Background: an optimization exercise with open tools, aiming at small area, a short achievable clock period and few clock cycles. Do not read the settings as production practice. Function was checked by simulation only, so behaviour that the tests miss may differ from the original. Power is estimated from default activity; no workload was simulated.

== run 1 ==
## automaton_top
module automaton_top (
  input  logic                     clk,
  input  logic                     rst,
  input  logic                     cyc,
  input  logic                     stb,
  input  logic                     we,
  input  automaton_pkg::wb_adr_t   adr,
  input  automaton_pkg::wb_data_t  dat_w,
  output automaton_pkg::wb_data_t  dat_r,
  output logic                     ack,
  output logic                     report
);
  logic                         cfg_we;
  logic                         step;
  logic                         clear;
  automaton_pkg::wb_data_t      wdata;
  logic [7:0]                   hi_oh;
    automaton_pkg::ste_vec_t      class_bits_a;
  automaton_pkg::ste_vec_t      class_bits_b;
  logic [8*8-1:0]     succ;             
  automaton_pkg::ste_vec_t      start;
  automaton_pkg::ste_vec_t      rep;
  automaton_pkg::ste_vec_t      active;
  automaton_pkg::report_count_t report_count;
  wb_config_port port_i (
    .cyc          (cyc),
    .stb          (stb),
    .we           (we),
    .adr          (adr),
    .dat_r        (dat_r),
    .ack          (ack),
    .cfg_we       (cfg_we),
    .step         (step),
    .clear        (clear),
    .active       (active),
  ...
For scale: about 4700 cells after synthesis, about 2200 flip-flops, roughly 81 I/O pins, ~0.081 mm² of cells after synthesis.
export LEC_CHECK = 0
export CAP_MARGIN = 20
export CORE_MARGIN = 2
export CORE_UTILIZATION = 40
export CTS_CLUSTER_DIAMETER = 60
export CTS_CLUSTER_SIZE = 30
export PLACE_DENSITY = 0.85
export SETUP_SLACK_MARGIN = 2.0
export SLEW_MARGIN = 20
export SYNTH_HIERARCHICAL = 1
create_clock -name core_clock -period 5.0 [get_ports {clk}]
run.sh (not shown) runs the stock make flow with config.mk's settings and CLKGATE_MAP_FILE= SYNTH_SCRIPT=/design/flow/synth_recipe.tcl, a recipe that flattens the netlist after the stock synthesis.
Testbench counts of run 1, summed over its fixed seeds: cycles 32,648.
The inputs of run 2 differ from those of run 1 as listed below.
Settings: PLACE_DENSITY removed (was 0.85).
Run 2 -> run 1: number of library cell types mapped by synthesis delta 0, exact match
As far as mapped cell area goes, run 1 and run 2 are indistinguishable; the numbers are identical.
Run 2 — transition time at the pin with the least slew margin 44 ps lower, run 1 as reference
After detailed routing, run 1 needs more wire than run 2.
Looking only at relative slew slack, and setting everything else aside, the lower value of run 1 and run 2 goes to run 1.
Comparing run 2 against run 1, there is no change at all in number of combinational gates with multiple inputs.
Against run 1, run 2 reports a final period utilization that is lower.
Maximum fanout count along the critical path came out lower on run 2 than on run 1.
Run 2 vs run 1 on total routing usage reported by global routing: run 2 is the higher one.
The inputs of run 3 differ from those of run 2 as listed below.
Settings: setting PLACE_DENSITY to 0.75 for the first time.
Notes after the runs:
Run 2 finished every step from synthesis to the final layout, and the layout passed the timing, design-rule and antenna checks. Run 3 finished end to end and its layout was clean on timing, DRC and antenna. Compared with run 2, run 3 shows met1 routing resource usage after global routing lower by 3.5 points. Going from run 2 to run 3, the buffering stage count on the worst path with inverters included was found to have gone up by 2. Max register-to-register slack across run 2 and run 3: run 2. Comparing run 2 against run 3, there is no change at all in number of top-level pins. The power of run 3 falls short of that of run 2 by 1.9 mW. nand2_4 as the worst-path cell with the longest stage delay was reported by run 3, and dfxtp_4 by run 2. Run comparison: run 2 critical path class reg -> out; run 3 critical path class in -> reg.

* * *

Another version of the RTL of automaton_top (not shown whole).
Size in the first run: roughly 2,200 flip-flops, roughly 81 I/O pins.
make LEC_CHECK=0 CAP_MARGIN=20 CORE_MARGIN=2 CORE_UTILIZATION=40 CTS_CLUSTER_DIAMETER=60 CTS_CLUSTER_SIZE=30 SETUP_SLACK_MARGIN=2.3 SLEW_MARGIN=20 SYNTH_HIERARCHICAL=1 finish   # period 5.0 ns
The baseline passed the timing, design-rule and antenna checks.
Testbench counts at the start, summed over its fixed seeds: cycles 32,648.
Edit:
--- a/flow/config.mk
+++ b/flow/config.mk
@@ -9,6 +9,4 @@
 export CORE_MARGIN = 2
 export CORE_UTILIZATION = 40
-export CTS_CLUSTER_DIAMETER = 60
-export CTS_CLUSTER_SIZE = 30
 export SETUP_SLACK_MARGIN = 2.3
 export SLEW_MARGIN = 20
What happened:
- The changed run finished clean
- setup slack gets better by 44 ps
- non-clock buffer count grows by 17
- via count is higher by a few percent
- clock power climbs by a quarter to a third
- die area is unchanged
- sequential share of layout area falls by 1.5 points
- worst hold slack stays flat
- synthesized area does not change
- cell area grows by a few percent
- clock skew stays flat

* * *

Setup of tundra:
automaton_top, a different RTL version from the one above (not shown whole).
Size: roughly 4600 cells after synthesis, roughly 81 I/O pins, about 81000 um^2 of cells after synthesis.
// automaton_top
module automaton_top (
  input  logic                     clk,
  input  logic                     rst,
  input  logic                     cyc,
  input  logic                     stb,
  input  logic                     we,
  input  automaton_pkg::wb_adr_t   adr,
  input  automaton_pkg::wb_data_t  dat_w,
  output automaton_pkg::wb_data_t  dat_r,
  output logic                     ack,
  output logic                     report
);
export LEC_CHECK = 0
export CAP_MARGIN = 20
export CORE_MARGIN = 2
export CORE_UTILIZATION = 40
export CTS_CLUSTER_DIAMETER = 60
export CTS_CLUSTER_SIZE = 30
export SETUP_SLACK_MARGIN = 2.3
export SLEW_MARGIN = 20
export SYNTH_HIERARCHICAL = 1
create_clock -name core_clock -period 5.0 [get_ports {clk}]
tundra was carried through to the last stage, and its layout satisfied the timing, design-rule and antenna checks.
Testbench counts of tundra, summed over its fixed seeds: cycles 32,648.
diff inputs: tundra => xenon
Settings: changing SETUP_SLACK_MARGIN from 2.3 to 2.0.
==> summary.txt <==
No stage failed in xenon, and the final checks on the layout all came back clean. Comparing cell internal power dissipation for tundra and xenon, the bigger number came from tundra. xenon against tundra: met3 track demand over resource in global routing flat; area added between synthesis and finish lower. | met1 routed wirelength after detailed routing | lower: xenon |. On switching component of the power, the lower figure sits with xenon, not tundra. Changes observed in xenon relative to tundra: total via count after detailed routing decreased by 4.2% relative to the old numbers; global-route usage decreased by 1.8 points relative to the old numbers.

## what the ideal ports hide
Ports are ideal in the flow. The routed layouts listed here were re-timed in OpenROAD.
Step 1 assumes that a clkbuf_16 drives the clock port and a buf_2 every other input.
Step 2 times the ports against the registers' clock, not the clock port: input delays grow and output delays shrink by t, the midpoint of the rising clock arrivals with the driver on.
a / b / c = no drivers / after step 1 / after step 2; a / b = the first two.
| run | shift t [ns] | setup slack, ns | worst setup path at the end | clock arrival spread, ns | worst slew at a driven data input, ns |
|---|---|---|---|---|---|
| run 1 | 0.861 | 1.682 / 1.627 / 0.766 | input to register | 0.104 / 0.104 | 0.14 |
| run 2 | 0.893 | 1.980 / 1.898 / 1.177 | input to register | 0.051 / 0.051 | 0.11 |
| run 3 | 0.848 | 1.936 / 1.961 / 1.121 | input to register | 0.107 / 0.107 | 0.10 |
| the first run of note 2 | 0.886 | 1.703 / 1.670 / 0.784 | input to register | 0.043 / 0.044 | 0.32 |
| the second run of note 2 | 0.921 | 1.747 / 1.628 / 0.707 | input to register | 0.037 / 0.036 | 0.34 |
| tundra | 0.919 | 1.800 / 1.734 / 1.060 | input to register | 0.057 / 0.057 | 0.09 |
| xenon | 0.881 | 1.814 / 1.730 / 1.066 | input to register | 0.051 / 0.051 | 0.06 |
After both steps setup and hold are still met in every run listed. The setup slack of the second run of note 2, which loses most, moves by -0.119 ns with the drivers and by -1.040 ns with both steps.
